This design comes from an exercise in tuning for small area on the open sky130 flow, not from production work.
At most, simulation tests tie the RTL to the original design; equivalence was not proved.
For run 3, only the layout was checked, not whether the RTL still works.

<file path="flow/design.v">
module dc_out_cal #(
    parameter int NUM_CH    = 2,
    parameter int IN_W      = 16,
    parameter int DAC_W     = 12,
    parameter int SLOPE_W   = 16,
    parameter int CAL_SCALE = 11,
    parameter int IN_SHIFT  = 3,
    parameter int STEP_W    = 12
) (
    input  logic                      clk,
    input  logic                      reset,
    input  logic                      sample_tick,
    input  logic [NUM_CH-1:0]         enable,
    input  logic [NUM_CH*IN_W-1:0]    dc_ofs,
    input  logic [NUM_CH*SLOPE_W-1:0] slope,
    input  logic [NUM_CH*DAC_W-1:0]   intercept,
    input  logic                      clip_clr,
    input  logic [STEP_W-1:0]         slew_step,
    output logic [NUM_CH*DAC_W-1:0]   dac_word,
    output logic                      dac_valid,
    output logic [NUM_CH-1:0]         clip
);
    localparam int S_W    = IN_W - IN_SHIFT;           
    localparam logic [DAC_W-1:0] MID_CODE = {1'b1, {(DAC_W - 1){1'b0}}};
    logic v1_reg, v2_reg, v3_reg, dac_valid_reg;
    always_ff @(posedge clk or posedge reset) begin
        if (reset) begin
            v1_reg        <= 1'b0;
            v2_reg        <= 1'b0;
            v3_reg        <= 1'b0;
            dac_valid_reg <= 1'b0;
        end else begin
            v1_reg        <= sample_tick;
            v2_reg        <= v1_reg;
            v3_reg        <= v2_reg;
            dac_valid_reg <= v3_reg;
        end
    end
    assign dac_valid = dac_valid_reg;
    genvar gi;
    generate
        for (gi = 0; gi < NUM_CH; gi++) begin : g_lane
            logic [17:0]      u;
            logic             neg, over;
            logic [DAC_W-1:0] tgt;
            logic             sat;
            dc_cal_arith u_arith (
                .a(dc_ofs[gi*IN_W + IN_SHIFT +: S_W]),
                .b(slope[gi*SLOPE_W +: SLOPE_W]),
                .c(intercept[gi*DAC_W +: DAC_W] ^ MID_CODE),
                .q(u)
            );
            always_comb begin
                neg  = u[17];
                over = |u[16:DAC_W];
                sat  = neg | over;
                tgt  = neg ? '0 : (over ? '1 : u[DAC_W-1:0]);
            end
            logic [DAC_W-1:0] tgt1_reg, tgt2_reg, tgt3_reg;
            logic             sat1_reg, sat2_reg, sat3_reg;
            logic             en1_reg, en2_reg, en3_reg;
            always_ff @(posedge clk) begin
                tgt1_reg <= tgt;
                sat1_reg <= sat;
                en1_reg  <= enable[gi];
                tgt2_reg <= tgt1_reg;
                sat2_reg <= sat1_reg;
                en2_reg  <= en1_reg;
                tgt3_reg <= tgt2_reg;
                sat3_reg <= sat2_reg;
                en3_reg  <= en2_reg;
            end
            logic             upd;
            logic [DAC_W-1:0] code_reg;
            logic             clip_reg;
            logic             up, lim;
            logic [DAC_W:0]   mv;
            logic [DAC_W-1:0] code_next;
            always_comb begin
                upd = v3_reg & en3_reg;
                up  = tgt3_reg > code_reg;
                mv  = up ? {1'b0, code_reg} + {1'b0, slew_step}
                         : {1'b0, code_reg} - {1'b0, slew_step};
                lim = (slew_step != '0) && (up ? (mv < {1'b0, tgt3_reg})
                                               : (!mv[DAC_W] && mv[DAC_W-1:0] > tgt3_reg));
                code_next = lim ? mv[DAC_W-1:0] : tgt3_reg;
            end
            always_ff @(posedge clk or posedge reset) begin
                if (reset) begin
                    code_reg <= MID_CODE;
                    clip_reg <= 1'b0;
                end else begin
                    if (upd)
                        code_reg <= code_next;
                    clip_reg <= (clip_reg & ~clip_clr) | (upd & sat3_reg);
                end
            end
            assign dac_word[gi*DAC_W +: DAC_W] = code_reg;
            assign clip[gi]                    = clip_reg;
        end
    endgenerate
endmodule
module dc_cal_arith (
    input  logic [12:0] a,
    input  logic [15:0] b,
    input  logic [11:0] c,
    output logic [17:0] q
);
    wire w0 = (a[0] & b[0]);
    wire w1 = (a[0] & b[1]);
    wire w2 = (a[0] & b[2]);
    wire w3 = (a[0] & b[3]);
    wire w4 = (a[0] & b[4]);
    wire w5 = (a[0] & b[5]);
    wire w6 = (a[0] & b[6]);
    wire w7 = (a[0] & b[7]);
    wire w8 = (a[0] & b[8]);
    wire w9 = (a[0] & b[9]);
    wire w10 = (a[0] & b[10]);
    wire w11 = (a[0] & b[11]);
    wire w12 = (a[0] & b[12]);
    wire w13 = (a[0] & b[13]);
    wire w14 = (a[0] & b[14]);
    wire w15 = ~(a[0] & b[15]);
    wire w16 = (a[1] & b[0]);
    wire w17 = (a[1] & b[1]);
    wire w18 = (a[1] & b[2]);
    wire w19 = (a[1] & b[3]);
    wire w20 = (a[1] & b[4]);
    wire w21 = (a[1] & b[5]);
    wire w22 = (a[1] & b[6]);
    wire w23 = (a[1] & b[7]);
    wire w24 = (a[1] & b[8]);
    wire w25 = (a[1] & b[9]);
    wire w26 = (a[1] & b[10]);
    wire w27 = (a[1] & b[11]);
    wire w28 = (a[1] & b[12]);
    wire w29 = (a[1] & b[13]);
    wire w30 = (a[1] & b[14]);
    wire w31 = ~(a[1] & b[15]);
    wire w32 = (a[2] & b[0]);
    wire w33 = (a[2] & b[1]);
    wire w34 = (a[2] & b[2]);
    wire w35 = (a[2] & b[3]);
    wire w36 = (a[2] & b[4]);
    wire w37 = (a[2] & b[5]);
    wire w38 = (a[2] & b[6]);
    wire w39 = (a[2] & b[7]);
    wire w40 = (a[2] & b[8]);
    wire w41 = (a[2] & b[9]);
    wire w42 = (a[2] & b[10]);
    wire w43 = (a[2] & b[11]);
    wire w44 = (a[2] & b[12]);
    wire w45 = (a[2] & b[13]);
    wire w46 = (a[2] & b[14]);
    wire w47 = ~(a[2] & b[15]);
    wire w48 = (a[3] & b[0]);
    wire w49 = (a[3] & b[1]);
    wire w50 = (a[3] & b[2]);
    wire w51 = (a[3] & b[3]);
    wire w52 = (a[3] & b[4]);
    wire w53 = (a[3] & b[5]);
    wire w54 = (a[3] & b[6]);
    wire w55 = (a[3] & b[7]);
    wire w56 = (a[3] & b[8]);
    wire w57 = (a[3] & b[9]);
    wire w58 = (a[3] & b[10]);
    wire w59 = (a[3] & b[11]);
    wire w60 = (a[3] & b[12]);
    wire w61 = (a[3] & b[13]);
    wire w62 = (a[3] & b[14]);
    wire w63 = ~(a[3] & b[15]);
    wire w64 = (a[4] & b[0]);
    wire w65 = (a[4] & b[1]);
    wire w66 = (a[4] & b[2]);
    wire w67 = (a[4] & b[3]);
    wire w68 = (a[4] & b[4]);
    wire w69 = (a[4] & b[5]);
    wire w70 = (a[4] & b[6]);
    wire w71 = (a[4] & b[7]);
    wire w72 = (a[4] & b[8]);
    wire w73 = (a[4] & b[9]);
    wire w74 = (a[4] & b[10]);
    wire w75 = (a[4] & b[11]);
    wire w76 = (a[4] & b[12]);
    wire w77 = (a[4] & b[13]);
    wire w78 = (a[4] & b[14]);
    wire w79 = ~(a[4] & b[15]);
    wire w80 = (a[5] & b[0]);
    wire w81 = (a[5] & b[1]);
    wire w82 = (a[5] & b[2]);
    wire w83 = (a[5] & b[3]);
    wire w84 = (a[5] & b[4]);
    wire w85 = (a[5] & b[5]);
    wire w86 = (a[5] & b[6]);
    wire w87 = (a[5] & b[7]);
    wire w88 = (a[5] & b[8]);
    wire w89 = (a[5] & b[9]);
    wire w90 = (a[5] & b[10]);
    wire w91 = (a[5] & b[11]);
    wire w92 = (a[5] & b[12]);
    wire w93 = (a[5] & b[13]);
    wire w94 = (a[5] & b[14]);
    wire w95 = ~(a[5] & b[15]);
    wire w96 = (a[6] & b[0]);
    wire w97 = (a[6] & b[1]);
    wire w98 = (a[6] & b[2]);
    wire w99 = (a[6] & b[3]);
    wire w100 = (a[6] & b[4]);
    wire w101 = (a[6] & b[5]);
    wire w102 = (a[6] & b[6]);
    wire w103 = (a[6] & b[7]);
    wire w104 = (a[6] & b[8]);
    wire w105 = (a[6] & b[9]);
    wire w106 = (a[6] & b[10]);
    wire w107 = (a[6] & b[11]);
    wire w108 = (a[6] & b[12]);
    wire w109 = (a[6] & b[13]);
    wire w110 = (a[6] & b[14]);
    wire w111 = ~(a[6] & b[15]);
    wire w112 = (a[7] & b[0]);
    wire w113 = (a[7] & b[1]);
    wire w114 = (a[7] & b[2]);
    wire w115 = (a[7] & b[3]);
    wire w116 = (a[7] & b[4]);
    wire w117 = (a[7] & b[5]);
    wire w118 = (a[7] & b[6]);
    wire w119 = (a[7] & b[7]);
    wire w120 = (a[7] & b[8]);
    wire w121 = (a[7] & b[9]);
    wire w122 = (a[7] & b[10]);
    wire w123 = (a[7] & b[11]);
    wire w124 = (a[7] & b[12]);
    wire w125 = (a[7] & b[13]);
    wire w126 = (a[7] & b[14]);
    wire w127 = ~(a[7] & b[15]);
    wire w128 = (a[8] & b[0]);
    wire w129 = (a[8] & b[1]);
    wire w130 = (a[8] & b[2]);
    wire w131 = (a[8] & b[3]);
    wire w132 = (a[8] & b[4]);
    wire w133 = (a[8] & b[5]);
    wire w134 = (a[8] & b[6]);
    wire w135 = (a[8] & b[7]);
    wire w136 = (a[8] & b[8]);
    wire w137 = (a[8] & b[9]);
    wire w138 = (a[8] & b[10]);
    wire w139 = (a[8] & b[11]);
    wire w140 = (a[8] & b[12]);
    wire w141 = (a[8] & b[13]);
    wire w142 = (a[8] & b[14]);
    wire w143 = ~(a[8] & b[15]);
    wire w144 = (a[9] & b[0]);
    wire w145 = (a[9] & b[1]);
    wire w146 = (a[9] & b[2]);
    wire w147 = (a[9] & b[3]);
    wire w148 = (a[9] & b[4]);
    wire w149 = (a[9] & b[5]);
    wire w150 = (a[9] & b[6]);
    wire w151 = (a[9] & b[7]);
    wire w152 = (a[9] & b[8]);
    wire w153 = (a[9] & b[9]);
    wire w154 = (a[9] & b[10]);
    wire w155 = (a[9] & b[11]);
    wire w156 = (a[9] & b[12]);
    wire w157 = (a[9] & b[13]);
    wire w158 = (a[9] & b[14]);
    wire w159 = ~(a[9] & b[15]);
    wire w160 = (a[10] & b[0]);
    wire w161 = (a[10] & b[1]);
    wire w162 = (a[10] & b[2]);
    wire w163 = (a[10] & b[3]);
    wire w164 = (a[10] & b[4]);
    wire w165 = (a[10] & b[5]);
    wire w166 = (a[10] & b[6]);
    wire w167 = (a[10] & b[7]);
    wire w168 = (a[10] & b[8]);
    wire w169 = (a[10] & b[9]);
    wire w170 = (a[10] & b[10]);
    wire w171 = (a[10] & b[11]);
    wire w172 = (a[10] & b[12]);
    wire w173 = (a[10] & b[13]);
    wire w174 = (a[10] & b[14]);
    wire w175 = ~(a[10] & b[15]);
    wire w176 = (a[11] & b[0]);
    wire w177 = (a[11] & b[1]);
    wire w178 = (a[11] & b[2]);
    wire w179 = (a[11] & b[3]);
    wire w180 = (a[11] & b[4]);
    wire w181 = (a[11] & b[5]);
    wire w182 = (a[11] & b[6]);
    wire w183 = (a[11] & b[7]);
    wire w184 = (a[11] & b[8]);
    wire w185 = (a[11] & b[9]);
    wire w186 = (a[11] & b[10]);
    wire w187 = (a[11] & b[11]);
    wire w188 = (a[11] & b[12]);
    wire w189 = (a[11] & b[13]);
    wire w190 = (a[11] & b[14]);
    wire w191 = ~(a[11] & b[15]);
    wire w192 = ~(a[12] & b[0]);
    wire w193 = ~(a[12] & b[1]);
    wire w194 = ~(a[12] & b[2]);
    wire w195 = ~(a[12] & b[3]);
    wire w196 = ~(a[12] & b[4]);
    wire w197 = ~(a[12] & b[5]);
    wire w198 = ~(a[12] & b[6]);
    wire w199 = ~(a[12] & b[7]);
    wire w200 = ~(a[12] & b[8]);
    wire w201 = ~(a[12] & b[9]);
    wire w202 = ~(a[12] & b[10]);
    wire w203 = ~(a[12] & b[11]);
    wire w204 = ~(a[12] & b[12]);
    wire w205 = ~(a[12] & b[13]);
    wire w206 = ~(a[12] & b[14]);
    wire w207 = (a[12] & b[15]);
    wire w208 = w2 ^ w17;
    wire w209 = w2 & w17;
    wire w210 = w3 ^ w18 ^ w33;
    wire w211 = (w3 & w18) | (w33 & (w3 ^ w18));
    wire w212 = w48 ^ w209;
    wire w213 = w48 & w209;
    wire w214 = w4 ^ w19 ^ w34;
    wire w215 = (w4 & w19) | (w34 & (w4 ^ w19));
    wire w216 = w49 ^ w64 ^ w211;
    wire w217 = (w49 & w64) | (w211 & (w49 ^ w64));
    wire w218 = w214 ^ w213;
    wire w219 = w214 & w213;
    wire w220 = w5 ^ w20 ^ w35;
    wire w221 = (w5 & w20) | (w35 & (w5 ^ w20));
    wire w222 = w50 ^ w65 ^ w80;
    wire w223 = (w50 & w65) | (w80 & (w50 ^ w65));
    wire w224 = w215 ^ w220 ^ w222;
    wire w225 = (w215 & w220) | (w222 & (w215 ^ w220));
    wire w226 = w217 ^ w219;
    wire w227 = w217 & w219;
    wire w228 = w6 ^ w21 ^ w36;
    wire w229 = (w6 & w21) | (w36 & (w6 ^ w21));
    wire w230 = w51 ^ w66 ^ w81;
    wire w231 = (w51 & w66) | (w81 & (w51 ^ w66));
    wire w232 = w96 ^ w221 ^ w223;
    wire w233 = (w96 & w221) | (w223 & (w96 ^ w221));
    wire w234 = w228 ^ w230 ^ w232;
    wire w235 = (w228 & w230) | (w232 & (w228 ^ w230));
    wire w236 = w225 ^ w227;
    wire w237 = w225 & w227;
    wire w238 = w7 ^ w22 ^ w37;
    wire w239 = (w7 & w22) | (w37 & (w7 ^ w22));
    wire w240 = w52 ^ w67 ^ w82;
    wire w241 = (w52 & w67) | (w82 & (w52 ^ w67));
    wire w242 = w97 ^ w112 ^ w229;
    wire w243 = (w97 & w112) | (w229 & (w97 ^ w112));
    wire w244 = w231 ^ w238 ^ w240;
    wire w245 = (w231 & w238) | (w240 & (w231 ^ w238));
    wire w246 = w233 ^ w242 ^ w244;
    wire w247 = (w233 & w242) | (w244 & (w233 ^ w242));
    wire w248 = w235 ^ w237;
    wire w249 = w235 & w237;
    wire w250 = w8 ^ w23 ^ w38;
    wire w251 = (w8 & w23) | (w38 & (w8 ^ w23));
    wire w252 = w53 ^ w68 ^ w83;
    wire w253 = (w53 & w68) | (w83 & (w53 ^ w68));
    wire w254 = w98 ^ w113 ^ w128;
    wire w255 = (w98 & w113) | (w128 & (w98 ^ w113));
    wire w256 = w239 ^ w241 ^ w250;
    wire w257 = (w239 & w241) | (w250 & (w239 ^ w241));
    wire w258 = w252 ^ w254 ^ w243;
    wire w259 = (w252 & w254) | (w243 & (w252 ^ w254));
    wire w260 = w245 ^ w256 ^ w258;
    wire w261 = (w245 & w256) | (w258 & (w245 ^ w256));
    wire w262 = w247 ^ w249;
    wire w263 = w247 & w249;
    wire w264 = w9 ^ w24 ^ w39;
    wire w265 = (w9 & w24) | (w39 & (w9 ^ w24));
    wire w266 = w54 ^ w69 ^ w84;
    wire w267 = (w54 & w69) | (w84 & (w54 ^ w69));
    wire w268 = w99 ^ w114 ^ w129;
    wire w269 = (w99 & w114) | (w129 & (w99 ^ w114));
    wire w270 = w144 ^ w251 ^ w253;
    wire w271 = (w144 & w251) | (w253 & (w144 ^ w251));
    wire w272 = w255 ^ w264 ^ w266;
    wire w273 = (w255 & w264) | (w266 & (w255 ^ w264));
    wire w274 = w268 ^ w270 ^ w257;
    wire w275 = (w268 & w270) | (w257 & (w268 ^ w270));
    wire w276 = w272 ^ w259 ^ w274;
    wire w277 = (w272 & w259) | (w274 & (w272 ^ w259));
    wire w278 = w261 ^ w276;
    wire w279 = w261 & w276;
    wire w280 = w10 ^ w25 ^ w40;
    wire w281 = (w10 & w25) | (w40 & (w10 ^ w25));
    wire w282 = w55 ^ w70 ^ w85;
    wire w283 = (w55 & w70) | (w85 & (w55 ^ w70));
    wire w284 = w100 ^ w115 ^ w130;
    wire w285 = (w100 & w115) | (w130 & (w100 ^ w115));
    wire w286 = w145 ^ w160 ^ w265;
    wire w287 = (w145 & w160) | (w265 & (w145 ^ w160));
    wire w288 = w267 ^ w269 ^ w280;
    wire w289 = (w267 & w269) | (w280 & (w267 ^ w269));
    wire w290 = w282 ^ w284 ^ w271;
    wire w291 = (w282 & w284) | (w271 & (w282 ^ w284));
    wire w292 = w286 ^ w273 ^ w288;
    wire w293 = (w286 & w273) | (w288 & (w286 ^ w273));
    wire w294 = w275 ^ w290 ^ w292;
    wire w295 = (w275 & w290) | (w292 & (w275 ^ w290));
    wire w296 = w277 ^ w294;
    wire w297 = w277 & w294;
    wire w298 = c[0] ^ w11 ^ w26;
    wire w299 = (c[0] & w11) | (w26 & (c[0] ^ w11));
    wire w300 = w41 ^ w56 ^ w71;
    wire w301 = (w41 & w56) | (w71 & (w41 ^ w56));
    wire w302 = w86 ^ w101 ^ w116;
    wire w303 = (w86 & w101) | (w116 & (w86 ^ w101));
    wire w304 = w131 ^ w146 ^ w161;
    wire w305 = (w131 & w146) | (w161 & (w131 ^ w146));
    wire w306 = w176 ^ w281 ^ w283;
    wire w307 = (w176 & w281) | (w283 & (w176 ^ w281));
    wire w308 = w285 ^ w298 ^ w300;
    wire w309 = (w285 & w298) | (w300 & (w285 ^ w298));
    wire w310 = w302 ^ w304 ^ w287;
    wire w311 = (w302 & w304) | (w287 & (w302 ^ w304));
    wire w312 = w306 ^ w289 ^ w308;
    wire w313 = (w306 & w289) | (w308 & (w306 ^ w289));
    wire w314 = w291 ^ w310 ^ w293;
    wire w315 = (w291 & w310) | (w293 & (w291 ^ w310));
    wire w316 = w312 ^ w295 ^ w314;
    wire w317 = (w312 & w295) | (w314 & (w312 ^ w295));
    wire w318 = c[1] ^ 1'b1 ^ w12;
    wire w319 = (c[1] & 1'b1) | (w12 & (c[1] ^ 1'b1));
    wire w320 = w27 ^ w42 ^ w57;
    wire w321 = (w27 & w42) | (w57 & (w27 ^ w42));
    wire w322 = w72 ^ w87 ^ w102;
    wire w323 = (w72 & w87) | (w102 & (w72 ^ w87));
    wire w324 = w117 ^ w132 ^ w147;
    wire w325 = (w117 & w132) | (w147 & (w117 ^ w132));
    wire w326 = w162 ^ w177 ^ w192;
    wire w327 = (w162 & w177) | (w192 & (w162 ^ w177));
    wire w328 = w299 ^ w301 ^ w303;
    wire w329 = (w299 & w301) | (w303 & (w299 ^ w301));
    wire w330 = w305 ^ w318 ^ w320;
    wire w331 = (w305 & w318) | (w320 & (w305 ^ w318));
    wire w332 = w322 ^ w324 ^ w326;
    wire w333 = (w322 & w324) | (w326 & (w322 ^ w324));
    wire w334 = w307 ^ w328 ^ w309;
    wire w335 = (w307 & w328) | (w309 & (w307 ^ w328));
    wire w336 = w330 ^ w332 ^ w311;
    wire w337 = (w330 & w332) | (w311 & (w330 ^ w332));
    wire w338 = w313 ^ w334 ^ w336;
    wire w339 = (w313 & w334) | (w336 & (w313 ^ w334));
    wire w340 = w315 ^ w338;
    wire w341 = w315 & w338;
    wire w342 = c[2] ^ w13 ^ w28;
    wire w343 = (c[2] & w13) | (w28 & (c[2] ^ w13));
    wire w344 = w43 ^ w58 ^ w73;
    wire w345 = (w43 & w58) | (w73 & (w43 ^ w58));
    wire w346 = w88 ^ w103 ^ w118;
    wire w347 = (w88 & w103) | (w118 & (w88 ^ w103));
    wire w348 = w133 ^ w148 ^ w163;
    wire w349 = (w133 & w148) | (w163 & (w133 ^ w148));
    wire w350 = w178 ^ w193 ^ w319;
    wire w351 = (w178 & w193) | (w319 & (w178 ^ w193));
    wire w352 = w321 ^ w323 ^ w325;
    wire w353 = (w321 & w323) | (w325 & (w321 ^ w323));
    wire w354 = w327 ^ w342 ^ w344;
    wire w355 = (w327 & w342) | (w344 & (w327 ^ w342));
    wire w356 = w346 ^ w348 ^ w329;
    wire w357 = (w346 & w348) | (w329 & (w346 ^ w348));
    wire w358 = w350 ^ w352 ^ w331;
    wire w359 = (w350 & w352) | (w331 & (w350 ^ w352));
    wire w360 = w333 ^ w354 ^ w335;
    wire w361 = (w333 & w354) | (w335 & (w333 ^ w354));
    wire w362 = w356 ^ w358 ^ w337;
    wire w363 = (w356 & w358) | (w337 & (w356 ^ w358));
    wire w364 = w360 ^ w339 ^ w362;
    wire w365 = (w360 & w339) | (w362 & (w360 ^ w339));
    wire w366 = c[3] ^ w14 ^ w29;
    wire w367 = (c[3] & w14) | (w29 & (c[3] ^ w14));
    wire w368 = w44 ^ w59 ^ w74;
    wire w369 = (w44 & w59) | (w74 & (w44 ^ w59));
    wire w370 = w89 ^ w104 ^ w119;
    wire w371 = (w89 & w104) | (w119 & (w89 ^ w104));
    wire w372 = w134 ^ w149 ^ w164;
    wire w373 = (w134 & w149) | (w164 & (w134 ^ w149));
    wire w374 = w179 ^ w194 ^ w343;
    wire w375 = (w179 & w194) | (w343 & (w179 ^ w194));
    wire w376 = w345 ^ w347 ^ w349;
    wire w377 = (w345 & w347) | (w349 & (w345 ^ w347));
    wire w378 = w366 ^ w368 ^ w370;
    wire w379 = (w366 & w368) | (w370 & (w366 ^ w368));
    wire w380 = w372 ^ w351 ^ w353;
    wire w381 = (w372 & w351) | (w353 & (w372 ^ w351));
    wire w382 = w374 ^ w376 ^ w355;
    wire w383 = (w374 & w376) | (w355 & (w374 ^ w376));
    wire w384 = w378 ^ w357 ^ w359;
    wire w385 = (w378 & w357) | (w359 & (w378 ^ w357));
    wire w386 = w380 ^ w382 ^ w361;
    wire w387 = (w380 & w382) | (w361 & (w380 ^ w382));
    wire w388 = w384 ^ w363 ^ w386;
    wire w389 = (w384 & w363) | (w386 & (w384 ^ w363));
    wire w390 = c[4] ^ 1'b1 ^ w15;
    wire w391 = (c[4] & 1'b1) | (w15 & (c[4] ^ 1'b1));
    wire w392 = w30 ^ w45 ^ w60;
    wire w393 = (w30 & w45) | (w60 & (w30 ^ w45));
    wire w394 = w75 ^ w90 ^ w105;
    wire w395 = (w75 & w90) | (w105 & (w75 ^ w90));
    wire w396 = w120 ^ w135 ^ w150;
    wire w397 = (w120 & w135) | (w150 & (w120 ^ w135));
    wire w398 = w165 ^ w180 ^ w195;
    wire w399 = (w165 & w180) | (w195 & (w165 ^ w180));
    wire w400 = w367 ^ w369 ^ w371;
    wire w401 = (w367 & w369) | (w371 & (w367 ^ w369));
    wire w402 = w373 ^ w390 ^ w392;
    wire w403 = (w373 & w390) | (w392 & (w373 ^ w390));
    wire w404 = w394 ^ w396 ^ w398;
    wire w405 = (w394 & w396) | (w398 & (w394 ^ w396));
    wire w406 = w375 ^ w377 ^ w400;
    wire w407 = (w375 & w377) | (w400 & (w375 ^ w377));
    wire w408 = w379 ^ w402 ^ w404;
    wire w409 = (w379 & w402) | (w404 & (w379 ^ w402));
    wire w410 = w381 ^ w383 ^ w406;
    wire w411 = (w381 & w383) | (w406 & (w381 ^ w383));
    wire w412 = w408 ^ w385 ^ w410;
    wire w413 = (w408 & w385) | (w410 & (w408 ^ w385));
    wire w414 = w387 ^ w412;
    wire w415 = w387 & w412;
    wire w416 = c[5] ^ w31 ^ w46;
    wire w417 = (c[5] & w31) | (w46 & (c[5] ^ w31));
    wire w418 = w61 ^ w76 ^ w91;
    wire w419 = (w61 & w76) | (w91 & (w61 ^ w76));
    wire w420 = w106 ^ w121 ^ w136;
    wire w421 = (w106 & w121) | (w136 & (w106 ^ w121));
    wire w422 = w151 ^ w166 ^ w181;
    wire w423 = (w151 & w166) | (w181 & (w151 ^ w166));
    wire w424 = w196 ^ w391 ^ w393;
    wire w425 = (w196 & w391) | (w393 & (w196 ^ w391));
    wire w426 = w395 ^ w397 ^ w399;
    wire w427 = (w395 & w397) | (w399 & (w395 ^ w397));
    wire w428 = w416 ^ w418 ^ w420;
    wire w429 = (w416 & w418) | (w420 & (w416 ^ w418));
    wire w430 = w422 ^ w401 ^ w424;
    wire w431 = (w422 & w401) | (w424 & (w422 ^ w401));
    wire w432 = w426 ^ w403 ^ w405;
    wire w433 = (w426 & w403) | (w405 & (w426 ^ w403));
    wire w434 = w428 ^ w407 ^ w409;
    wire w435 = (w428 & w407) | (w409 & (w428 ^ w407));
    wire w436 = w430 ^ w432 ^ w411;
    wire w437 = (w430 & w432) | (w411 & (w430 ^ w432));
    wire w438 = w434 ^ w436 ^ w413;
    wire w439 = (w434 & w436) | (w413 & (w434 ^ w436));
    wire w440 = c[6] ^ w47 ^ w62;
    wire w441 = (c[6] & w47) | (w62 & (c[6] ^ w47));
    wire w442 = w77 ^ w92 ^ w107;
    wire w443 = (w77 & w92) | (w107 & (w77 ^ w92));
    wire w444 = w122 ^ w137 ^ w152;
    wire w445 = (w122 & w137) | (w152 & (w122 ^ w137));
    wire w446 = w167 ^ w182 ^ w197;
    wire w447 = (w167 & w182) | (w197 & (w167 ^ w182));
    wire w448 = w417 ^ w419 ^ w421;
    wire w449 = (w417 & w419) | (w421 & (w417 ^ w419));
    wire w450 = w423 ^ w440 ^ w442;
    wire w451 = (w423 & w440) | (w442 & (w423 ^ w440));
    wire w452 = w444 ^ w446 ^ w425;
    wire w453 = (w444 & w446) | (w425 & (w444 ^ w446));
    wire w454 = w427 ^ w448 ^ w429;
    wire w455 = (w427 & w448) | (w429 & (w427 ^ w448));
    wire w456 = w450 ^ w431 ^ w433;
    wire w457 = (w450 & w431) | (w433 & (w450 ^ w431));
    wire w458 = w452 ^ w454 ^ w435;
    wire w459 = (w452 & w454) | (w435 & (w452 ^ w454));
    wire w460 = w456 ^ w437 ^ w458;
    wire w461 = (w456 & w437) | (w458 & (w456 ^ w437));
    wire w462 = c[7] ^ w63 ^ w78;
    wire w463 = (c[7] & w63) | (w78 & (c[7] ^ w63));
    wire w464 = w93 ^ w108 ^ w123;
    wire w465 = (w93 & w108) | (w123 & (w93 ^ w108));
    wire w466 = w138 ^ w153 ^ w168;
    wire w467 = (w138 & w153) | (w168 & (w138 ^ w153));
    wire w468 = w183 ^ w198 ^ w441;
    wire w469 = (w183 & w198) | (w441 & (w183 ^ w198));
    wire w470 = w443 ^ w445 ^ w447;
    wire w471 = (w443 & w445) | (w447 & (w443 ^ w445));
    wire w472 = w462 ^ w464 ^ w466;
    wire w473 = (w462 & w464) | (w466 & (w462 ^ w464));
    wire w474 = w449 ^ w468 ^ w470;
    wire w475 = (w449 & w468) | (w470 & (w449 ^ w468));
    wire w476 = w451 ^ w472 ^ w453;
    wire w477 = (w451 & w472) | (w453 & (w451 ^ w472));
    wire w478 = w455 ^ w474 ^ w457;
    wire w479 = (w455 & w474) | (w457 & (w455 ^ w474));
    wire w480 = w476 ^ w459 ^ w478;
    wire w481 = (w476 & w459) | (w478 & (w476 ^ w459));
    wire w482 = c[8] ^ w79 ^ w94;
    wire w483 = (c[8] & w79) | (w94 & (c[8] ^ w79));
    wire w484 = w109 ^ w124 ^ w139;
    wire w485 = (w109 & w124) | (w139 & (w109 ^ w124));
    wire w486 = w154 ^ w169 ^ w184;
    wire w487 = (w154 & w169) | (w184 & (w154 ^ w169));
    wire w488 = w199 ^ w463 ^ w465;
    wire w489 = (w199 & w463) | (w465 & (w199 ^ w463));
    wire w490 = w467 ^ w482 ^ w484;
    wire w491 = (w467 & w482) | (w484 & (w467 ^ w482));
    wire w492 = w486 ^ w469 ^ w471;
    wire w493 = (w486 & w469) | (w471 & (w486 ^ w469));
    wire w494 = w488 ^ w473 ^ w490;
    wire w495 = (w488 & w473) | (w490 & (w488 ^ w473));
    wire w496 = w475 ^ w492 ^ w494;
    wire w497 = (w475 & w492) | (w494 & (w475 ^ w492));
    wire w498 = w477 ^ w496 ^ w479;
    wire w499 = (w477 & w496) | (w479 & (w477 ^ w496));
    wire w500 = c[9] ^ w95 ^ w110;
    wire w501 = (c[9] & w95) | (w110 & (c[9] ^ w95));
    wire w502 = w125 ^ w140 ^ w155;
    wire w503 = (w125 & w140) | (w155 & (w125 ^ w140));
    wire w504 = w170 ^ w185 ^ w200;
    wire w505 = (w170 & w185) | (w200 & (w170 ^ w185));
    wire w506 = w483 ^ w485 ^ w487;
    wire w507 = (w483 & w485) | (w487 & (w483 ^ w485));
    wire w508 = w500 ^ w502 ^ w504;
    wire w509 = (w500 & w502) | (w504 & (w500 ^ w502));
    wire w510 = w489 ^ w506 ^ w491;
    wire w511 = (w489 & w506) | (w491 & (w489 ^ w506));
    wire w512 = w508 ^ w493 ^ w495;
    wire w513 = (w508 & w493) | (w495 & (w508 ^ w493));
    wire w514 = w510 ^ w497 ^ w512;
    wire w515 = (w510 & w497) | (w512 & (w510 ^ w497));
    wire w516 = c[10] ^ w111 ^ w126;
    wire w517 = (c[10] & w111) | (w126 & (c[10] ^ w111));
    wire w518 = w141 ^ w156 ^ w171;
    wire w519 = (w141 & w156) | (w171 & (w141 ^ w156));
    wire w520 = w186 ^ w201 ^ w501;
    wire w521 = (w186 & w201) | (w501 & (w186 ^ w201));
    wire w522 = w503 ^ w505 ^ w516;
    wire w523 = (w503 & w505) | (w516 & (w503 ^ w505));
    wire w524 = w518 ^ w507 ^ w520;
    wire w525 = (w518 & w507) | (w520 & (w518 ^ w507));
    wire w526 = w509 ^ w522 ^ w511;
    wire w527 = (w509 & w522) | (w511 & (w509 ^ w522));
    wire w528 = w524 ^ w513 ^ w526;
    wire w529 = (w524 & w513) | (w526 & (w524 ^ w513));
    wire w530 = c[11] ^ w127 ^ w142;
    wire w531 = (c[11] & w127) | (w142 & (c[11] ^ w127));
    wire w532 = w157 ^ w172 ^ w187;
    wire w533 = (w157 & w172) | (w187 & (w157 ^ w172));
    wire w534 = w202 ^ w517 ^ w519;
    wire w535 = (w202 & w517) | (w519 & (w202 ^ w517));
    wire w536 = w530 ^ w532 ^ w521;
    wire w537 = (w530 & w532) | (w521 & (w530 ^ w532));
    wire w538 = w534 ^ w523 ^ w525;
    wire w539 = (w534 & w523) | (w525 & (w534 ^ w523));
    wire w540 = w536 ^ w527 ^ w538;
    wire w541 = (w536 & w527) | (w538 & (w536 ^ w527));
    wire w542 = w143 ^ w158 ^ w173;
    wire w543 = (w143 & w158) | (w173 & (w143 ^ w158));
    wire w544 = w188 ^ w203 ^ w531;
    wire w545 = (w188 & w203) | (w531 & (w188 ^ w203));
    wire w546 = w533 ^ w542 ^ w535;
    wire w547 = (w533 & w542) | (w535 & (w533 ^ w542));
    wire w548 = w544 ^ w537 ^ w546;
    wire w549 = (w544 & w537) | (w546 & (w544 ^ w537));
    wire w550 = w539 ^ w548;
    wire w551 = w539 & w548;
    wire w552 = w159 ^ w174 ^ w189;
    wire w553 = (w159 & w174) | (w189 & (w159 ^ w174));
    wire w554 = w204 ^ w543 ^ w552;
    wire w555 = (w204 & w543) | (w552 & (w204 ^ w543));
    wire w556 = w545 ^ w554 ^ w547;
    wire w557 = (w545 & w554) | (w547 & (w545 ^ w554));
    wire w558 = w549 ^ w556;
    wire w559 = w549 & w556;
    wire w560 = w175 ^ w190 ^ w205;
    wire w561 = (w175 & w190) | (w205 & (w175 ^ w190));
    wire w562 = w553 ^ w560 ^ w555;
    wire w563 = (w553 & w560) | (w555 & (w553 ^ w560));
    wire w564 = w562 ^ w557;
    wire w565 = w562 & w557;
    wire w566 = w191 ^ w206 ^ w561;
    wire w567 = (w191 & w206) | (w561 & (w191 ^ w206));
    wire w568 = w566 ^ w563;
    wire w569 = w566 & w563;
    wire w570 = w207 ^ w567;
    wire w571 = w207 & w567;
    wire [28:0] ra = {1'b1, w570, w568, w564, w558, w550, w529, w515, w514, w498, w461, w439, w415, w389, w365, w341, w317, w297, w279, w263, w260, w246, w234, w224, w218, w210, w32, w1, w0};
    wire [28:0] rb = {w571, w569, w565, w559, w551, w541, w540, w528, w499, w481, w480, w460, w438, w414, w388, w364, w340, w316, w296, w278, w262, w248, w236, w226, w216, w212, w208, w16, 1'b0};
    wire lc0 = (ra[0] & rb[0]) | (1'b0 & (ra[0] | rb[0]));
    wire lc1 = (ra[1] & rb[1]) | (lc0 & (ra[1] | rb[1]));
    wire lc2 = (ra[2] & rb[2]) | (lc1 & (ra[2] | rb[2]));
    wire lc3 = (ra[3] & rb[3]) | (lc2 & (ra[3] | rb[3]));
    wire lc4 = (ra[4] & rb[4]) | (lc3 & (ra[4] | rb[4]));
    wire lc5 = (ra[5] & rb[5]) | (lc4 & (ra[5] | rb[5]));
    wire lc6 = (ra[6] & rb[6]) | (lc5 & (ra[6] | rb[6]));
    wire lc7 = (ra[7] & rb[7]) | (lc6 & (ra[7] | rb[7]));
    wire lc8 = (ra[8] & rb[8]) | (lc7 & (ra[8] | rb[8]));
    wire lc9 = (ra[9] & rb[9]) | (lc8 & (ra[9] | rb[9]));
    wire lc10 = (ra[10] & rb[10]) | (lc9 & (ra[10] | rb[10]));
    wire cin = lc10;
    assign q = ra[28:11] + rb[28:11] + cin;
endmodule
</file>
<file path="flow/run.sh">
#!/bin/bash
# synth_recipe.tcl (not shown) runs the flow's synth.tcl, then flattens the netlist and writes it again
# the make line also repeats each setting of config.mk as NAME=value (left out here)
make -C /OpenROAD-flow-scripts/flow DESIGN_CONFIG=/design/flow/config.mk WORK_HOME=/design/flow/orfs CLKGATE_MAP_FILE= SYNTH_SCRIPT=/design/flow/synth_recipe.tcl finish
</file>
<file path="flow/config.mk">
export PLATFORM = sky130hd
export DESIGN_NAME = dc_out_cal
export DESIGN_NICKNAME = dc_out_cal
export VERILOG_FILES = /design/flow/design.v
export SDC_FILE = /design/flow/constraint.sdc
export NUM_CORES = 4
export LEC_CHECK = 0
export CAP_MARGIN = 20
export CORE_MARGIN = 2
export CORE_UTILIZATION = 40
export GPL_TIMING_DRIVEN = 0
export SLEW_MARGIN = 20
</file>
<file path="flow/constraint.sdc">
create_clock -name core_clock -period 7.0 [get_ports {clk}]
set_input_delay 1.4000 -clock core_clock [delete_from_list [all_inputs] [get_ports {clk}]]
set_output_delay 1.4000 -clock core_clock [all_outputs]
set_load 0.01 [all_outputs]
</file>
==> run summary, run 1 <==
outcome no timing/DRC/antenna violations; Most Crowded Layer GR met2; library cells used by synthesis slightly below 80; # setup viols final 0; Slew headroom 46.3%; met3 Use GR under 10%; hold_sp g_lane[1].tgt1_reg[5]; Core ar. ~0.045 sq mm; Post-synth top cells 380 x inv_1, 334 x fa_1, 280 x nand2_1; adder-cell share of the synthesized area 46.7%; Final Hold Viols 0; register area share after synthesis between 10% and 20%; Hold WC Path Type reg2reg; share of cells above drive strength 1 approximately 12%; M1 GR Usage about 30%; fin cells 2,857; GR Overflow Total 0; clock latency on the worst-skew pair roughly 420 ps; final worst slack 107 ps; Layout area overhead 21.0%; mapped cell area about 0.018 sq mm; Max FO, Critical Path 7; vias 14.7k; combinational family with the most area after synthesis adder cells; root buf cell clkbuf_16; post-synthesis compound-gate area fraction roughly a tenth; Critical Path End Type flip-flop; total CTS buffers 17; row cnt 78; Vias/cell about 5.1; post-synthesis mux area share less than 1%; Residual DRC 0; Final Skew approximately 7 ps; DP HPWL ~40 mm; first-pass GRT wire length ~80 mm; # IOs ~130; fmax about 0.15 GHz; Total Routing Usage GR a little over a fifth; class of the most critical setup path in2reg; Layout fillers between 4k and 5k; Syn Nets ~2.6k; fin. max-slew vios 0; WP data required 7310 ps; xor and xnor fraction of the mapped netlist area under 10%; Post-Synthesis Cells 2,036; final WL roughly 50 mm; drt first pass iters 5; reg-to-reg startpoint g_lane[0].code_reg[1]; cell taking the most area after synthesis fa_1; DR iter-0 viols about 1.0k; worst hold stages 0; DIE AREA 0.0473 sq mm; Longest Clk Path Bufs 2; most common cell in the netlist inv_1; Post-synth top flop dfxtp_1; WL/cell roughly 18 um; port bufs approximately 130; MaxCap Viol Count 0; YS warnings 1; CTS Sinks about 110; initial antenna violation count 0; dpl cells roughly 2.8k; NumNets Final around 2.8k; largest net degree at the start of global routing 31; chip width ~220 um; clk slew on worst S/H paths about 50 ps; Async SR Flop Fraction around a quarter; H-tree Lvls 4; EDFF count, synth 0; n_diodes 0; die height about 220 um; Arr. time, crit path slightly above 7000 ps; Setup WS pre-CTS -1680 ps; Worst-Margin Slew between 700 and 800 ps; Final Critical Period around 6900 ps; crit path launch type input port; TritonCTS clock tree yes; synthesized area per cell between 8 and 9 sq um; gp weighted congestion about 0.91; origin of the worst setup path dc_ofs[5]; Seq cells post-synth between 100 and 150; ANT nets after route 0; final period utilization between 90% and 100%; Synth Area in Simple Gates 17.5%; ranking of synthesized cells by area fa_1 37%, ha_1 9.7%, dfxtp_1 9.2%; Synth top area share between 30% and 40%; initial core utilization between 40% and 50%; vias in the first global route between 15k and 20k; r2r worst-path depth 24; met2 GRT Util a little over a third
[path summary, 6_finish.rpt]
| check | endpoint | slack (ps) |
|---|---|---|
| min in group asynchronous | g_lane[0].code_reg[3] | 1420 |
| setup reg to reg | g_lane[0].code_reg[3] | 690 |
| max in group asynchronous | v1_reg | 5130 |
| hold / removal | g_lane[1].tgt2_reg[5] | 320 |
| hold reg to reg | g_lane[1].tgt2_reg[5] | 320 |
| setup / recovery | g_lane[0].tgt1_reg[2] | 110 |
[critical path: stages]
cell and delay (ps):
buf_4 140, clkbuf_8 150, buf_4 150, buf_6 140, nand2_1 80, fa_2 410
fa_2 570, inv_1 50, fa_2 370, fa_1 510, inv_1 50, fa_1 470
inv_1 40, ha_1 270, ha_2 230, or4_4 520, o221a_1 280, a31o_1 210
o2111a_2 270, a221oi_4 340, nand3_2 170, buf_6 180, o21a_1 180
[metrics by stage]
stage	util [%]	area, sq um	setup TNS [ps]	hold slack, ps
floorplan	-	18300	0	310
global placement	44.9	20300	-37410	311
detailed placement	44.9	20300	-38340	312
CTS	48.4	21900	0	319
global route	48.8	22100	-461	327
finish	48.8	22100	0	321
[kinds of logic (layout without fill, tap and decap cells)]
kind of cell	count (synthesis)	in the layout
AND/OR/NAND/NOR	653	653
multiplexers	2	2
adder cells (fa/ha/maj)	482	482
flip-flops	114	114
XOR/XNOR	56	56
buffers and inverters	462	683
AO/OA/AOI/OAI	267	267
[cell usage in the layout, fill, tap and decap left out, types with 7 or more instances in the layout]
cell type | netlist | layout
inv_1 | 380 | 379
fa_1 | 334 | 320
nand2_1 | 280 | 279
and2_1 | 155 | 155
ha_1 | 141 | 132
dfxtp_1 | 84 | 84
nor2_1 | 77 | 77
buf_4 | 4 | 72
clkdlybuf4s50_1 | 0 | 69
a21oi_1 | 53 | 47
xnor2_1 | 44 | 43
a31oi_1 | 36 | 35
nand3_1 | 35 | 34
o21a_1 | 33 | 33
clkbuf_8 | 0 | 30
dfrtp_1 | 28 | 28
o21ai_0 | 26 | 23
clkbuf_16 | 0 | 23
nor3_1 | 22 | 22
o21ai_1 | 22 | 22
a21o_1 | 22 | 22
nor2b_1 | 17 | 15
buf_2 | 4 | 15
buf_6 | 1 | 15
fa_2 | 0 | 14
clkbuf_1 | 71 | 12
clkbuf_2 | 0 | 12
dlygate4sd2_1 | 0 | 12
or3_1 | 13 | 11
xor2_1 | 12 | 10
nand4_1 | 9 | 9
buf_8 | 0 | 8
o31a_1 | 7 | 7
and3_1 | 8 | 7
[layout make-up]
type | instances | area, sq um | area share (%)
plain buffers | 80 | 895 | 4.05
multi-input cells | 1460 | 14300 | 65.0
flip-flops and latches | 114 | 2430 | 11.0
clock buffers | 20 | 489 | 2.22
repair buffers | 190 | 1630 | 7.40
inverters | 381 | 1430 | 6.48
well taps | 600 | 751 | 3.40
clock inverters | 12 | 95.1 | 0.431
[metal layers]
layer	wire length (um)	part of all wire [%]	up-vias
li1	-	-	6801
met1	22300	44	7323
met2	23700	47	500
met3	3410	6.8	74
met4	983	2.0	0
met5	0	0	-
[what timing repair did]
| item | in CTS | in global routing |
|---|---|---|
| cloned | 3 | 0 |
| hold buffers | 0 | 0 |
| endpoints found under the setup margin | 26 | 26 |
| pin swaps | 35 | 32 |
| gates resized for setup | 314 | 105 |
| buffers inserted | 47 | 14 |
==> run 2, diff against run 1 <==
--- a/flow/config.mk
+++ b/flow/config.mk
@@ -8,5 +8,6 @@
 export CAP_MARGIN = 20
 export CORE_MARGIN = 2
 export CORE_UTILIZATION = 40
+export CTS_BUF_LIST = sky130_fd_sc_hd__clkbuf_2 sky130_fd_sc_hd__clkbuf_4
 export GPL_TIMING_DRIVEN = 0
 export SLEW_MARGIN = 20
==> run 2 against run 1 <==
Die area is the same. Final cell count shrank 0.56%. First-iteration DRC count shrank 22%. Synthesized cell count is the same. Fmax grew 0.18%.
==> run summary, run 2 <==
DIE AREA 0.0473 sq mm (unchanged); H-tree Lvls 4 (unchanged); initial core utilization 40.4% (unchanged); die height 218 um (unchanged); port bufs 126 (unchanged); Longest Clk Path Bufs 2 (unchanged); Arr. time, crit path 7300 ps (+100 ps); WP buf/inv 4 (-4); chip width 218 um (unchanged); gp weighted congestion 0.912 (unchanged); commonest non-fill, non-tap cell in the layout inv_1; total CTS buffers 17 (unchanged); clock latency on the worst-skew pair 540 ps (+120 ps); CTS Sinks 114 (unchanged); Async SR Flop Fraction 26.3% (unchanged); Final Instance Area 0.0216 sq mm (-2.3%); DR iter-0 viols 814 (-22%); Post-synth top cells 380 x inv_1, 334 x fa_1, 280 x nand2_1; ranking of synthesized cells by area fa_1 37%, ha_1 9.7%, dfxtp_1 9.2%; outcome no timing/DRC/antenna violations; Slew headroom 43.3% (-3.0 points); Hold WC Path Type reg2reg; Final Hold Viols 0 (unchanged); class of the most critical setup path in2reg; Hold-fix buffers, CTS 0 (unchanged); Core ar. 0.0452 sq mm (unchanged); Post-synth top flop dfxtp_1; Cell Area, Placed 0.0203 sq mm (unchanged); Layout area overhead 18.1%; WP data required 7420 ps (+110 ps); CP peak stage delay 540 ps (-30 ps); worst hold stages 0 (unchanged); Final Critical Period 6880 ps (-12.2 ps); EDFF count, synth 0 (unchanged); # IOs 133 (unchanged); register area share after synthesis 13.3% (unchanged); fmax 0.145 GHz (+0.18%); Post-Synthesis Cells 2,036 (unchanged); vias 14.7k (-0.29%); Max FO, Critical Path 10 (+3); row cnt 78 (unchanged); Total Routing Usage GR 21.5% (-0.23 points); critical-path cell list dlygate4sd2_1, clkbuf_4, nand2_1, fa_1, fa_1, inv_1, fa_1, fa_1, fa_1, fa_1, ha_2, or4_4, o221a_1, a31o_1, o2111a_2, a221oi_4, nand3_2, buf_6, o21a_1; most common cell in the netlist inv_1; r2r worst-path depth 24 (unchanged); Top delay family on crit path adder cells; Stages on worst setup path 19 (-17%); Seq cells post-synth 114 (unchanged); synthesized area per cell 8.96 sq um (unchanged); TritonCTS clock tree yes; initial antenna violation count 1 (+1); fin. max-slew vios 0 (unchanged); most frequent cells in the layout 379 x inv_1, 325 x fa_1, 280 x nand2_1; GR Overflow Total 0 (unchanged); Worst path slowest cell or4_4; most used cell, CP fa_1; clk slew on worst S/H paths 120 ps (+70 ps); share of cells above drive strength 1 10.4% (-1.9 points); Setup TNS Final 0 ps (unchanged); Vias/cell 5.16 (+0.28%); # setup viols final 0 (unchanged); drt first pass iters 5 (unchanged); library cells used by synthesis 79 (unchanged); Syn Nets 2,617 (unchanged); Worst-Margin Slew 839 ps (+44.6 ps); NumNets Final 2,808 (-0.60%); Layout fillers 4,380 (+1.3%); area occupied by multi-input gates 0.0143 sq mm (-0.43%); Critical Path End Type flip-flop; vias in the first global route 15.1k (-1.0%); Residual DRC 0 (unchanged); ANT nets after route 0 (unchanged); crit path launch type input port; Final Skew 19.0 ps (+12.1 ps); mapped cell area 0.0182 sq mm (unchanged); YS warnings 1 (unchanged); WL/cell 17.5 um (-0.81%); final WL 49.7 mm (-1.4%); Register Area 0.00243 sq mm (unchanged); Min Hold Slack 327 ps (+6.47 ps); first-pass GRT wire length 79.7 mm (-0.83%); MaxCap Viol Count 0 (unchanged); largest net degree at the start of global routing 31 (unchanged); Synth top area share 36.6% (unchanged); cell taking the most area after synthesis fa_1; root buf cell clkbuf_4; final period utilization 98.3% (-0.17 points); DP HPWL 39.7 mm (unchanged)
==> run 2: path summary, 6_finish.rpt <==
kind                                        from                    end  slack (ps)
max                                   dc_ofs[14]  g_lane[0].tgt1_reg[9]         120
min                            g_lane[1].en2_reg      g_lane[1].en3_reg         330
max reg2reg                g_lane[0].code_reg[1]  g_lane[0].code_reg[3]         690
min reg2reg                    g_lane[1].en2_reg      g_lane[1].en3_reg         330
max in group asynchronous                  reset                 v1_reg        5240
min in group asynchronous                  reset  g_lane[0].code_reg[0]        1290
==> run 2: worst register-to-register path, delay by kind of cell (launching register included) <==
| family | cells | cell delay, ps |
|---|---|---|
| buffers and inverters | 3 | 780 |
| AND/OR/NAND/NOR | 6 | 1260 |
| XOR/XNOR | 2 | 460 |
| flip-flops | 1 | 460 |
| adder cells (fa/ha/maj) | 3 | 940 |
| AO/OA/AOI/OAI | 10 | 2240 |
==> run 2: cell families (layout without fill, tap and decap cells) <==
kind of cell	Yosys count	in the layout	synth area share, %
AND/OR/NAND/NOR	653	653	17.5
buffers and inverters	462	666	9.65
multiplexers	2	2	0.123
other	0	1	0
XOR/XNOR	56	56	2.69
AO/OA/AOI/OAI	267	267	10.0
flip-flops	114	114	13.3
adder cells (fa/ha/maj)	482	482	46.7
==> run 2: metal layers <==
layer	track usage [%]	share of wire [%]	vias up
li1	-	-	6779
met1	29.7	44	7345
met2	35.2	48	471
met3	3.86	6.5	61
met4	4.54	1.6	0
met5	0	0	-
==> run 2: area by class of cell <==
cell class	instances	area share (%)
buffer	79	3.76
multi-input combinational	1460	66.3
tap	600	3.48
clock buffer	17	0.592
antenna	1	0.0116
clock inverter	15	0.737
sequential	114	11.3
inverter	381	6.63
timing repair buffer	174	7.23
==> run 2: repair_timing <==
| action | CTS | global route |
|---|---|---|
| resized for setup | 263 | 70 |
| setup endpoints to repair | 26 | 26 |
| pin swaps | 24 | 30 |
| endpoints found under the hold margin | 0 | 0 |
| gates cloned | 3 | 0 |
| buffers inserted | 38 | 7 |
==> run 2: stage by stage <==
step | std cells | utilization [%] | worst slack (ps)
after floorplan | 2036 | - | 8.56
after global placement | 2762 | 44.9 | -1690
after detailed placement | 2762 | 44.9 | -1680
after CTS | 2835 | 47.5 | 2.01
after global routing | 2841 | 47.7 | -3.99
final | 2841 | 47.7 | 119
==> run 3, diff against run 2 <==
--- a/flow/design.v
+++ b/flow/design.v
@@ -44,10 +44,18 @@
             logic             neg, over;
             logic [DAC_W-1:0] tgt;
             logic             sat;
+            logic [S_W-1:0]     s1_reg;
+            logic [SLOPE_W-1:0] slope1_reg;
+            logic [DAC_W-1:0]   icpt1_reg;
+            always_ff @(posedge clk) begin
+                s1_reg     <= dc_ofs[gi*IN_W + IN_SHIFT +: S_W];
+                slope1_reg <= slope[gi*SLOPE_W +: SLOPE_W];
+                icpt1_reg  <= intercept[gi*DAC_W +: DAC_W] ^ MID_CODE;
+            end
             dc_cal_arith u_arith (
-                .a(dc_ofs[gi*IN_W + IN_SHIFT +: S_W]),
-                .b(slope[gi*SLOPE_W +: SLOPE_W]),
-                .c(intercept[gi*DAC_W +: DAC_W] ^ MID_CODE),
+                .a(s1_reg),
+                .b(slope1_reg),
+                .c(icpt1_reg),
                 .q(u)
             );
             always_comb begin
@@ -56,15 +64,13 @@
                 sat  = neg | over;
                 tgt  = neg ? '0 : (over ? '1 : u[DAC_W-1:0]);
             end
-            logic [DAC_W-1:0] tgt1_reg, tgt2_reg, tgt3_reg;
-            logic             sat1_reg, sat2_reg, sat3_reg;
+            logic [DAC_W-1:0] tgt2_reg, tgt3_reg;
+            logic             sat2_reg, sat3_reg;
             logic             en1_reg, en2_reg, en3_reg;
             always_ff @(posedge clk) begin
-                tgt1_reg <= tgt;
-                sat1_reg <= sat;
                 en1_reg  <= enable[gi];
-                tgt2_reg <= tgt1_reg;
-                sat2_reg <= sat1_reg;
+                tgt2_reg <= tgt;
+                sat2_reg <= sat;
                 en2_reg  <= en1_reg;
                 tgt3_reg <= tgt2_reg;
                 sat3_reg <= sat2_reg;
--- a/flow/config.mk
+++ b/flow/config.mk
@@ -8,6 +8,5 @@
 export CAP_MARGIN = 20
 export CORE_MARGIN = 2
 export CORE_UTILIZATION = 40
-export CTS_BUF_LIST = sky130_fd_sc_hd__clkbuf_2 sky130_fd_sc_hd__clkbuf_4
 export GPL_TIMING_DRIVEN = 0
 export SLEW_MARGIN = 20
==> run 3 against run 2 <==
Worst setup slack improved by 170 ps. Final cell count is 0.74% higher. Non-clock buffer count decreased by 51. Register-to-register slack worse by 410 ps. Cell area is 2.8% higher. Die area grew 5.9%. Critical endpoint is now g_lane[1].tgt2_reg[7]. Largest cell class unchanged.
==> run summary, run 3 <==
outcome no timing/DRC/antenna violations; CP peak stage delay 570 ps (+30 ps); Register Area 0.00357 sq mm (+47%); share of cells above drive strength 1 5.70% (-4.7 points); class of the most critical setup path reg2reg; # setup viols final 0 (unchanged); fmax 0.149 GHz (+2.5%); largest net degree at the start of global routing 31 (unchanged); row cnt 80 (+2.6%); Setup TNS Final 0 ps (unchanged); NumNets Final 2,814 (+0.21%); Final Core Density 46.4% (-1.3 points); gp weighted congestion 0.937 (+2.7%); fin. max-slew vios 0 (unchanged); drt first pass iters 5 (unchanged); max FFs per register 32; area occupied by multi-input gates 0.0141 sq mm (-1.6%); die height 224 um (+2.9%); chip width 224 um (+2.9%); Post-Synthesis Cells 2,087 (+2.5%); mapped cell area 0.0194 sq mm (+6.0%); xor and xnor fraction of the mapped netlist area 2.53% (-0.15 points); Hold-fix buffers, CTS 0 (unchanged); WP buf/inv 8 (+4); critical-path cell list clkbuf_2, nand2_1, fa_1, inv_1, fa_1, inv_1, fa_1, inv_1, fa_1, inv_1, fa_1, inv_1, fa_1, inv_1, ha_1, and4_1, o311ai_0, nand4_1, a31oi_1, o21bai_1, a21oi_1, xor2_1, clkbuf_1, a21oi_1; DIE AREA 0.0502 sq mm (+5.9%); Top delay family on crit path adder cells; Critical Path End Type flip-flop; register area share after synthesis 18.4% (+5.0 points); EDFF count, synth 0 (unchanged); ANT nets after route 0 (unchanged); initial antenna violation count 0 (-1); Final Critical Period 6720 ps (-166 ps); RSZ-0062 raised after global routing yes; CTS Sinks 170 (+49%); Max FO, Critical Path 10 (unchanged); WP data required 7350 ps (-70 ps); most frequent cells in the layout 382 x inv_1, 334 x fa_1, 305 x nand2_1; Hold WC Path Type reg2reg; final WL 50.6 mm (+1.9%); first-pass GRT wire length 83.1 mm (+4.2%); GR Overflow Total 0 (unchanged); Final Skew 15.0 ps (-3.92 ps); post-synthesis mux area share 0.789% (+0.67 points); WL/cell 17.7 um (+1.2%); port bufs 126 (unchanged); Layout fillers 4,610 (+5.3%); Synth Area in Simple Gates 16.3% (-1.1 points); Vias/cell 5.11 (-0.94%); library cells used by synthesis 77 (-2.5%); Slew headroom 47.8% (+4.5 points); DP HPWL 41.1 mm (+3.6%); Worst-Margin Slew 773 ps (-66.4 ps); Final Hold Viols 0 (unchanged); Setup WS pre-CTS -209 ps (+1470 ps); Post-synth top cells 383 x inv_1, 334 x fa_1, 305 x nand2_1; clock latency on the worst-skew pair 500 ps (-40 ps); post-synthesis compound-gate area fraction 9.03% (-0.99 points); Residual DRC 0 (unchanged); Longest Clk Path Bufs 2 (unchanged); root buf cell clkbuf_16; MaxCap Viol Count 0 (unchanged); synthesized area per cell 9.27 sq um (+3.5%); cell taking the most area after synthesis fa_1; most common cell in the netlist inv_1; final worst slack 285 ps (+166 ps); # IOs 133 (unchanged); total CTS buffers 17 (unchanged); final period utilization 95.9% (-2.4 points); Syn Nets 2,668 (+1.9%); Async SR Flop Fraction 17.6% (-8.7 points); Synth top area share 34.6% (-2.1 points); H-tree Lvls 4 (unchanged); YS warnings 1 (unchanged); vias 14.6k (-0.21%); combinational family with the most area after synthesis adder cells; ranking of synthesized cells by area fa_1 35%, dfxtp_1 14%, ha_1 9.1%; Core ar. 0.0477 sq mm (+5.7%); vias in the first global route 15.9k (+5.8%); Post-synth top flop dfxtp_1; clk slew on worst S/H paths 70 ps (-50 ps); adder-cell share of the synthesized area 43.9% (-2.8 points); Seq cells post-synth 170 (+49%); commonest non-fill, non-tap cell in the layout inv_1; crit path launch type flip-flop; Total Routing Usage GR 21.6% (+0.15 points); Worst path slowest cell dfxtp_1; Arr. time, crit path 7070 ps (-230 ps); DR iter-0 viols 891 (+9.5%); Layout area overhead 14.4%; TritonCTS clock tree yes; initial core utilization 40.5% (+0.15 points)
## run 3: final timing paths
kind / slack (ps) / startpoint / to / depth (start not counted)
hold / removal: 330 / g_lane[0].tgt2_reg[4] / g_lane[0].tgt3_reg[4] / 0
hold reg to reg: 330 / g_lane[0].tgt2_reg[4] / g_lane[0].tgt3_reg[4] / 0
setup reg to reg: 280 / g_lane[1].s1_reg[12] / g_lane[1].tgt2_reg[7] / 24
setup / recovery: 280 / g_lane[1].s1_reg[12] / g_lane[1].tgt2_reg[7] / 24
min in group asynchronous: 1360 / reset / g_lane[1].clip_reg / 2
max in group asynchronous: 5140 / reset / g_lane[0].code_reg[7] / 2
## run 3: routing by layer
metal | global-route usage (%) | share of wire, % | up-vias
met4 | 9.18 | 3.7 | 0
met1 | 26.5 | 42 | 7311
met2 | 37.0 | 49 | 395
li1 | - | - | 6813
met3 | 4.41 | 5.2 | 106
met5 | 0 | 0 | -
## run 3: area by class of cell
class,count,area share [%]
multi-input combinational,1459,63.5
sequential,170,16.1
inverter,383,6.49
timing repair buffer,129,5.80
tap,615,3.47
clock buffer,17,1.92
buffer,73,1.71
clock inverter,15,1.00
antenna,1,0.0113
## run 3: through the flow
step	std cells	area [sq um]	hold slack [ps]
after floorplan	2087	19400	310
after global placement	2828	21400	310
after detailed placement	2828	21400	312
after CTS	2860	22000	327
after global routing	2861	22100	330
final	2862	22100	326
## run 3: timing repair
action,4_1_cts,5_1_grt
pin swaps,0,2
buffers inserted,0,3
resized for setup,15,84
setup endpoints to repair,24,26
## run 3: cells by family after synthesis
logic type                 Yosys count
buffers and inverters              458
muxes                               15
adders and majority gates          479
AOI/OAI and AO/OA                  251
DFF                                170
xor gates and xnor gates            56
and+or+nand+nor                    658

-- separate check: timing with driven ports --
In the flow no input, the clock included, has a driving cell. The finished layouts below were timed again as built, in two steps. Step 1, drivers: a clkbuf_16 drives clk and a buf_2 each remaining input, both assumed. Step 2 moves the port delays by t, midway between the first and last clock arrival at a register: inputs arrive t later, outputs are due t later. That takes back most of the time a late clock gives input paths. Slacks: ideal ports / drivers / drivers and shift; pairs: ideal ports / drivers.
| run | t, ns | setup WS [ns] | worst register clock-pin slew, ns | worst slew at a driven data input, ns |
|---|---|---|---|---|
| run 1 | 0.457 | 0.107 / 0.124 / -0.333 | 0.06 / 0.06 | 0.05 |
| run 2 | 0.565 | 0.119 / 0.130 / -0.434 | 0.12 / 0.12 | 0.04 |
| run 3 | 0.544 | 0.285 / 0.285 / 0.285 | 0.09 / 0.09 | 0.04 |
With both steps, setup timing fails in run 1 and run 2, where it was met with ideal ports. The setup slack of run 2, which loses most, moves by +0.011 ns with the drivers and by -0.553 ns with both steps.
